Source: an optimization exercise on an open RTL-to-GDS flow (aim: small area, a short achievable clock period and few clock cycles per item). Production flows keep margins and buffers that such runs may drop.
In this exercise RTL edits were held to simulation tests only and were not proved equivalent to the original.
Power is estimated from default activity; no workload was simulated.

$ cat run.sh
#!/bin/bash
# synth_recipe.tcl (not shown) runs the flow's synth.tcl, then flattens the netlist and writes it again
# the make line also repeats each setting of config.mk as NAME=value (left out here)
make -C /OpenROAD-flow-scripts/flow DESIGN_CONFIG=/design/flow/config.mk WORK_HOME=/design/flow/orfs CLKGATE_MAP_FILE= SYNTH_SCRIPT=/design/flow/synth_recipe.tcl finish
$ cat config.mk
export PLATFORM = sky130hd
export DESIGN_NAME = palette_color_quantizer
export DESIGN_NICKNAME = palette_color_quantizer
export VERILOG_FILES = /design/flow/design.v
export SDC_FILE = /design/flow/constraint.sdc
export NUM_CORES = 4
export LEC_CHECK = 0
export CAP_MARGIN = 20
export CORE_MARGIN = 2
export CORE_UTILIZATION = 40
export SLEW_MARGIN = 20
$ cat constraint.sdc
create_clock -name core_clock -period 5.0 [get_ports {clock}]
set_input_delay 1.0000 -clock core_clock [delete_from_list [all_inputs] [get_ports {clock}]]
set_output_delay 1.0000 -clock core_clock [all_outputs]
set_load 0.01 [all_outputs]
$ cat design.v
`default_nettype none
package pcq_pkg;
   localparam int CHAN_W      = 8;
   localparam int INDEX_W     = 6;
   localparam int COUNT_W     = 7;
   localparam int MODE_W      = 2;
   localparam int CSR_IDX_W   = 1;
   localparam int DIST_W      = 18;    
   localparam int SQ_W        = 2 * CHAN_W;
   localparam int COLOR_W     = 3 * CHAN_W;
   localparam int TAG_W       = INDEX_W + COLOR_W + 1;
   localparam int INDEX_LIMIT = 64;
   localparam int POST_BIAS   = 42;
   localparam int POST_STEP   = 85;
   localparam logic [MODE_W-1:0] MODE_PASS      = 2'd0;
   localparam logic [MODE_W-1:0] MODE_POSTERIZE = 2'd1;
   localparam logic [MODE_W-1:0] MODE_PALETTE   = 2'd2;
   localparam logic CMD_PIXEL = 1'b0;
   localparam logic CMD_WRITE = 1'b1;
   localparam logic [CSR_IDX_W-1:0] CSR_COLOR_MODE    = 1'd0;
   localparam logic [CSR_IDX_W-1:0] CSR_PALETTE_COUNT = 1'd1;
   localparam logic [COUNT_W-1:0] COUNT_RESET = 7'd16;
   typedef struct packed {
      logic [CHAN_W-1:0] blue;
      logic [CHAN_W-1:0] green;
      logic [CHAN_W-1:0] red;
   } color_type;
   typedef struct packed {
      logic              command;
      logic [CHAN_W-1:0] blue_in;
      logic [CHAN_W-1:0] green_in;
      logic [CHAN_W-1:0] red_in;
      logic [INDEX_W-1:0] entry_index;
   } req_type;
   typedef struct packed {
      logic [CHAN_W-1:0] blue_out;
      logic [CHAN_W-1:0] green_out;
      logic [CHAN_W-1:0] red_out;
      logic [INDEX_W-1:0] chosen_index;
   } rsp_type;
   typedef struct packed {
      logic [INDEX_W-1:0] idx;
      color_type          color;
      logic               last;
   } tag_type;
endpackage
`default_nettype wire
`default_nettype none
import pcq_pkg::*;
module pcq_dist
(
   input  logic              clock,
   input  logic              reset,
   input  logic              in_valid,
   input  pcq_pkg::color_type         pixel,
   input  pcq_pkg::color_type         entry,
   input  pcq_pkg::tag_type           in_tag,
   output logic                   out_valid,
   output logic [DIST_W-1:0]      out_dist,
   output pcq_pkg::tag_type                out_tag
);
   function automatic logic [CHAN_W-1:0] abs_diff(input logic [CHAN_W-1:0] a,
                                                   input logic [CHAN_W-1:0] b);
      abs_diff = (a > b) ? (a - b) : (b - a);
   endfunction
   logic [2:0]        valid_ff;
   logic [2:0]        valid_in;
   logic [CHAN_W-1:0] diff_ff [0:2];
   logic [SQ_W-1:0]   sq_ff [0:2];
   logic [DIST_W-1:0] sum_ff;
   logic [TAG_W-1:0]  tag_ff [0:2];
   assign valid_in = {valid_ff[1:0], in_valid};
   always_ff @(posedge clock) begin
      if (reset) begin
         valid_ff <= '0;
      end else begin
         valid_ff <= valid_in;
      end
   end
   always_ff @(posedge clock) begin
      diff_ff[0] <= abs_diff(pixel.blue, entry.blue);
      diff_ff[1] <= abs_diff(pixel.green, entry.green);
      diff_ff[2] <= abs_diff(pixel.red, entry.red);
      tag_ff[0]  <= in_tag;
      for (int k = 0; k < 3; k++) begin
         sq_ff[k] <= SQ_W'(diff_ff[k]) * SQ_W'(diff_ff[k]);
      end
      tag_ff[1] <= tag_ff[0];
      sum_ff    <= DIST_W'(sq_ff[0]) + DIST_W'(sq_ff[1]) + DIST_W'(sq_ff[2]);
      tag_ff[2] <= tag_ff[1];
   end
   assign out_valid = valid_ff[2];
   assign out_dist  = sum_ff;
   assign out_tag   = tag_ff[2];
endmodule
`default_nettype wire
`default_nettype none
import pcq_pkg::*;
module palette_color_quantizer
#(
   parameter int PALETTE_DEPTH = 64
) (
   input  wire         clock,
   input  wire         reset,
   input  wire         req_valid,
   output logic        req_stall,
   input  wire  [30:0] req_data,
   output logic        rsp_valid,
   input  wire         rsp_stall,
   output logic [29:0] rsp_data,
   input  wire         csr_valid,
   output logic        csr_ready,
   input  wire  [0:0]  csr_index,
   input  wire  [6:0]  csr_wdata
);
   localparam int ADDR_W = (PALETTE_DEPTH > 1) ? $clog2(PALETTE_DEPTH) : 1;
   localparam int SEARCH_LIMIT = (PALETTE_DEPTH < INDEX_LIMIT) ? PALETTE_DEPTH : INDEX_LIMIT;
   typedef enum logic [2:0] {
      ST_IDLE   = 3'b001,
      ST_SEARCH = 3'b010,
      ST_DONE   = 3'b100
   } state_type;
   state_type           state_ff, state_in;
   logic [MODE_W-1:0]   color_mode_ff;
   logic [COUNT_W-1:0]  palette_count_ff;
   pcq_pkg::color_type           pix_ff;
   logic [INDEX_W-1:0]  issue_ff, issue_in;
   logic                issuing_ff, issuing_in;
   logic                rd_valid_ff;
   logic [INDEX_W-1:0]  rd_idx_ff;
   logic                rd_last_ff;
   pcq_pkg::color_type           rd_color_ff;
   logic [DIST_W-1:0]   best_dist_ff;
   logic [INDEX_W-1:0]  best_idx_ff;
   pcq_pkg::color_type           best_color_ff;
   logic                rsp_valid_ff, rsp_valid_in;
   pcq_pkg::rsp_type             rsp_data_ff, rsp_data_in;
   logic [COLOR_W-1:0]           palette_mem [0:PALETTE_DEPTH-1];
   pcq_pkg::req_type             req;
   logic                req_fire;
   logic                pixel_fire;
   logic                wr_en;
   logic [ADDR_W-1:0]   wr_addr;
   logic [ADDR_W-1:0]   rd_addr;
   logic [COUNT_W-1:0]  search_n;
   logic                last_issue;
   logic                issue_now;
   logic                rsp_load;
   logic                best_take;
   pcq_pkg::color_type           req_color;
   pcq_pkg::tag_type             dist_tag_in;
   logic                dist_valid;
   logic [DIST_W-1:0]   dist_value;
   pcq_pkg::tag_type             dist_tag;
   assign req        = req_data;
   localparam int POST_T1 = POST_STEP - POST_BIAS;
   localparam int POST_T2 = 2 * POST_STEP - POST_BIAS;
   localparam int POST_T3 = 3 * POST_STEP - POST_BIAS;
   function automatic logic [pcq_pkg::CHAN_W-1:0] posterize(input logic [pcq_pkg::CHAN_W-1:0] c);
      logic [pcq_pkg::CHAN_W-1:0] level;
      if (32'(c) < POST_T1) begin
         level = '0;
      end else if (32'(c) < POST_T2) begin
         level = pcq_pkg::CHAN_W'(POST_STEP);
      end else if (32'(c) < POST_T3) begin
         level = pcq_pkg::CHAN_W'(2 * POST_STEP);
      end else begin
         level = pcq_pkg::CHAN_W'(3 * POST_STEP);
      end
      posterize = level;
   endfunction
   assign req_stall  = (state_ff != ST_IDLE);
   assign req_fire   = req_valid && !req_stall;
   assign pixel_fire = req_fire && (req.command == CMD_PIXEL);
   assign req_color  = {req.blue_in, req.green_in, req.red_in};
   assign wr_en   = req_fire && (req.command == CMD_WRITE) &&
                    (32'(req.entry_index) < 32'(PALETTE_DEPTH));
   assign wr_addr = ADDR_W'(req.entry_index);
   assign rd_addr = ADDR_W'(issue_ff);
   always_comb begin
      if (palette_count_ff == '0) begin
         search_n = COUNT_W'(1);
      end else if (32'(palette_count_ff) > SEARCH_LIMIT) begin
         search_n = COUNT_W'(SEARCH_LIMIT);
      end else begin
         search_n = palette_count_ff;
      end
   end
   assign issue_now  = (state_ff == ST_SEARCH) && issuing_ff;
   assign last_issue = ({1'b0, issue_ff} == (search_n - COUNT_W'(1)));
   assign csr_ready = 1'b1;
   always_ff @(posedge clock) begin
      if (wr_en) begin
         palette_mem[wr_addr] <= req_color;
      end
      rd_color_ff <= palette_mem[rd_addr];
   end
   assign dist_tag_in = {rd_idx_ff, rd_color_ff, rd_last_ff};
   pcq_dist u_dist (
      .clock     (clock),
      .reset     (reset),
      .in_valid  (rd_valid_ff),
      .pixel     (pix_ff),
      .entry     (rd_color_ff),
      .in_tag    (dist_tag_in),
      .out_valid (dist_valid),
      .out_dist  (dist_value),
      .out_tag   (dist_tag)
   );
   assign best_take = dist_valid && (dist_value < best_dist_ff);
   assign rsp_load = (state_ff == ST_DONE) && (!rsp_valid_ff || !rsp_stall);
   always_comb begin
      state_in   = state_ff;
      issue_in   = issue_ff;
      issuing_in = issuing_ff;
      unique case (state_ff)
         ST_IDLE: begin
            if (pixel_fire) begin
               issue_in = '0;
               if (color_mode_ff == MODE_PALETTE) begin
                  state_in   = ST_SEARCH;
                  issuing_in = 1'b1;
               end else begin
                  state_in = ST_DONE;
               end
            end
         end
         ST_SEARCH: begin
            if (issue_now) begin
               issue_in = issue_ff + INDEX_W'(1);
               if (last_issue) begin
                  issuing_in = 1'b0;
               end
            end
            if (dist_valid && dist_tag.last) begin
               state_in = ST_DONE;
            end
         end
         ST_DONE: begin
            if (rsp_load) begin
               state_in = ST_IDLE;
            end
         end
         default: begin
            state_in = ST_IDLE;
         end
      endcase
   end
   always_comb begin
      priority if (color_mode_ff == MODE_PALETTE) begin
         rsp_data_in = {best_color_ff.blue, best_color_ff.green,
                        best_color_ff.red, best_idx_ff};
      end else if (color_mode_ff == MODE_POSTERIZE) begin
         rsp_data_in = {posterize(pix_ff.blue), posterize(pix_ff.green),
                        posterize(pix_ff.red), {INDEX_W{1'b0}}};
      end else begin
         rsp_data_in = {pix_ff.blue, pix_ff.green, pix_ff.red, {INDEX_W{1'b0}}};
      end
   end
   always_comb begin
      rsp_valid_in = rsp_valid_ff;
      if (rsp_load) begin
         rsp_valid_in = 1'b1;
      end else if (rsp_valid_ff && !rsp_stall) begin
         rsp_valid_in = 1'b0;
      end
   end
   always_ff @(posedge clock) begin
      if (reset) begin
         state_ff         <= ST_IDLE;
         color_mode_ff    <= MODE_PASS;
         palette_count_ff <= COUNT_RESET;
         issuing_ff       <= 1'b0;
         rd_valid_ff      <= 1'b0;
         rsp_valid_ff     <= 1'b0;
      end else begin
         state_ff     <= state_in;
         issuing_ff   <= issuing_in;
         rd_valid_ff  <= issue_now;
         rsp_valid_ff <= rsp_valid_in;
         if (csr_valid && csr_ready) begin
            unique case (csr_index)
               CSR_COLOR_MODE:    color_mode_ff    <= csr_wdata[MODE_W-1:0];
               CSR_PALETTE_COUNT: palette_count_ff <= csr_wdata;
               default: ;
            endcase
         end
      end
   end
   always_ff @(posedge clock) begin
      issue_ff   <= issue_in;
      rd_idx_ff  <= issue_ff;
      rd_last_ff <= last_issue;
      if (pixel_fire) begin
         pix_ff       <= req_color;
         best_dist_ff <= '1;
      end else if (best_take) begin
         best_dist_ff  <= dist_value;
         best_idx_ff   <= dist_tag.idx;
         best_color_ff <= dist_tag.color;
      end
      if (rsp_load) begin
         rsp_data_ff <= rsp_data_in;
      end
   end
   assign rsp_valid = rsp_valid_ff;
   assign rsp_data  = rsp_data_ff;
endmodule
`default_nettype wire
==> impl_metrics.tcl <==
set metrics [dict create \
    outcome "timing/DRC/antenna clean" \
    finClkSkew_ns 0.0449 \
    worst_pin_slew_ns 0.965 \
    wl_per_cell_um 26.7 \
    syn-cell-area_mm2 0.0759 \
    leakage_nw 29.1 \
    ant_nets 0 \
    core_area_mm2 0.188 \
    grt_usage 0.189 \
    h-tree-depth 4 \
    first_global_vias 37300 \
    layout_commonest_cell "edfxtp_1" \
    overflow 0 \
    yosysUniqueCellTypes 68 \
    clock_latency_ns 0.83 \
    cts_tree "built" \
    grt_start_max_net_pins 89 \
    maxCapViolations 0 \
    ys_seq_area_frac 0.709 \
    fin_crit_ns 4.59 \
    async_reset_ff_frac 0 \
    critPathArrivalTime_ns 5.33 \
    rows 159 \
    clock-sinks 1873 \
    vias 36900 \
    p_per_area_mw_per_mm2 637 \
    period_share 0.918 \
    synth_ff_type "edfxtp_1" \
    dr.pass1.iters 5 \
    hold_viol_final 0 \
    hold_depth 0 \
    vias_per_cell 5.44 \
    maxSlewViolCount 0 \
    crit_fanout 8 \
    max_freq_ghz 0.218 \
    antenna_found_initial 22 \
    grt_setup_unrepaired "false" \
    ctsHoldBuffers 0 \
    nFillCells 15900 \
    final_cell_mix "1,626 x edfxtp_1, 504 x mux4_2, 247 x dfxtp_1" \
    final_area_mm2 0.0868 \
    fin_cells 6786 \
    hpwl_um 104000 \
    nets 4434 \
    place_congestion 0.805 \
    dp_cells 6433 \
    ios 77 \
    hp-class "reg2reg" \
    dieWidth_um 440 \
    area_growth_pct 14.4 \
    multi_input_area_mm2 0.0211 \
    dpl-instance-area_mm2 0.0807 \
    start_util 0.403 \
    drt_iter0_drc 3595 \
    port_buffers 75 \
    ff_latch_area_mm2 0.0538 \
    cts_buffer_depth 3 \
    dieArea_mm2 0.193 \
    cp-end-kind "register" \
    synthCells 3883 \
    synth-edff-count 1626 \
    worstPathRequired_ns 5.74 \
    fin_util 0.461 \
    grt_pass1_wl_um 262000 \
    syn_avg_cell_area_um2 19.5 \
    ys_ff_latch 1873 \
    yosysWarnings 5 \
    post_route_cells_drive_above_1_share 0.241 \
    syn_nets 4192 \
    max-slew-margin-rel 0.356 \
    numCtsBuffers 185 \
    path_class "reg2reg" \
    path_clk_slew_ns 0.07 \
    finalSetupTns_ns 0 \
    die_h_um 440 \
    ff2ff_path_depth 15 \
    cts_setup_buffers 0 \
    root_buffer "clkbuf_16" \
    setup_violations 0 \
    worst_ir_drop_vdd_mv 1.34 \
    drc 0 \
    wl_um 181000 \
    startpoint_type "register" \
]
[final cells by class]
type,count,area share
clock buffer,235,0.0573
multi-input combinational,1641,0.244
antenna,7,0.000202
tap,2495,0.0360
inverter,214,0.00925
timing repair buffer,210,0.0216
sequential,1873,0.619
clock inverter,111,0.0129
[worst max-delay path, stage by stage (launching register included)]
cell and delay [ns]:
dfxtp_1 0.44, inv_1 0.15, nor2_1 0.26, fa_1 0.49
fa_1 0.54, inv_1 0.05, fa_1 0.45, fa_1 0.49
inv_1 0.04, ha_1 0.21, or3_1 0.39, a41oi_1 0.30
nor2b_1 0.08, o21a_1 0.18, o41ai_1 0.30, xnor2_1 0.17
[layer usage]
| layer | up-vias | track usage | share of wire |
|---|---|---|---|
| met1 | 19600 | 0.261 | 0.42 |
| met2 | 1135 | 0.313 | 0.49 |
| met5 | - | 0 | 0.00018 |
| met3 | 233 | 0.0327 | 0.065 |
| met4 | 4 | 0.0424 | 0.020 |
| li1 | 15900 | - | - |
[flip-flops by register name (all words and copies together), names as in the netlist, 2 cells and up]
| name | count |
|---|---|
| rd_color_ff | 24 |
| u_dist.valid_ff | 3 |
| issue_ff | 6 |
| u_dist.sq_ff | 45 |
| rd_idx_ff | 6 |
| palette_count_ff | 7 |
| color_mode_ff | 2 |
| u_dist.diff_ff | 24 |
| best_dist_ff | 18 |
| pix_ff | 24 |
| rsp_data_ff | 30 |
| state_ff | 3 |
| u_dist.tag_ff | 93 |
| best_idx_ff | 6 |
| best_color_ff | 24 |
| u_dist.sum_ff | 18 |
| palette_mem | 1536 |
[worst paths after layout]
path / start / end / slack [ns]
setup / recovery: u_dist.diff_ff[1][5] / u_dist.sq_ff[1][14] / 0.41
hold / removal: u_dist.tag_ff[1][4] / u_dist.tag_ff[2][4] / 0.32
setup reg to reg: u_dist.diff_ff[1][5] / u_dist.sq_ff[1][14] / 0.41
hold reg to reg: u_dist.tag_ff[1][4] / u_dist.tag_ff[2][4] / 0.32
[per-stage QoR]
step | setup WS (ns) | hold slack, ns | power (mW)
after floorplan | 0.661 | 0.310 | 36.4
after global placement | 0.449 | 0.310 | 41.9
after detailed placement | 0.355 | 0.312 | 42.0
after CTS | 0.365 | 0.315 | 56.0
after global routing | 0.00599 | 0.320 | 59.4
final | 0.409 | 0.318 | 55.3
[Yosys cell counts (all sizes together), types with 27 or more instances]
cell    number  area, um2
dfxtp      247       4940
nand2       88        330
inv        214        803
ha         183       2290
o21ai       65        325
a21o        33        248
nor3        27        135
edfxtp    1626      48800
clkbuf      91        342
buf         64        327
a21oi       86        434
fa          82       1640
mux4       504      11400
nor2       140        528
and2        68        425
xnor2       73        639
[power breakdown]
group / switching (mW) / internal, mW / leakage, nW
Sequential: 0.650 / 18.3 / 16.7
Clock: 6.04 / 7.87 / 2.97
Combinational: 12.0 / 10.4 / 9.47
Total: 18.7 / 36.6 / 29.1
[what timing repair did]
action / in CTS / in global routing
hold endpoints to repair: 0 / 0
endpoints found under the setup margin: 0 / 1
resized for setup: 0 / 1
[cells by family (layout without fill, tap and decap cells)]
family,count (synthesis),after routing,share of synthesized area
XOR/XNOR,99,99,0.0114
multiplexers,548,548,0.156
adder cells (fa/ha/maj),265,265,0.0518
AND/OR/NAND/NOR,436,436,0.0283
flip-flops,1873,1873,0.709
buffers and inverters,369,770,0.0194
other,1,8,0.0000494
AO/OA/AOI/OAI,292,292,0.0247
Testbench counts, summed over its fixed seeds: cycles 147,424, pixels 4,096.

afterwards: timing with drivers on the ports:
No port has a modelled driver above. Below, the same layout with a new extraction and two added sets of constraints.
Step 1: set_driving_cell puts a clkbuf_16 on clock and a buf_2 on each other input, an assumption about the parent block.
Step 2 moves the port delays by t, midway between the first and last clock arrival at a register: inputs arrive t later, outputs are due t later. That takes back most of the time a late clock gives input paths.
Slacks: no drivers / after step 1 / after step 2; pairs: no drivers / after step 1.
t (ns): 0.889
slack for setup (ns): 0.409 / 0.409 / 0.409
cell pins on the clock port's net: 1
After both steps setup and hold are still met in this run. The setup slack of this run moves by 0.000 ns with the drivers and by 0.000 ns with both steps.
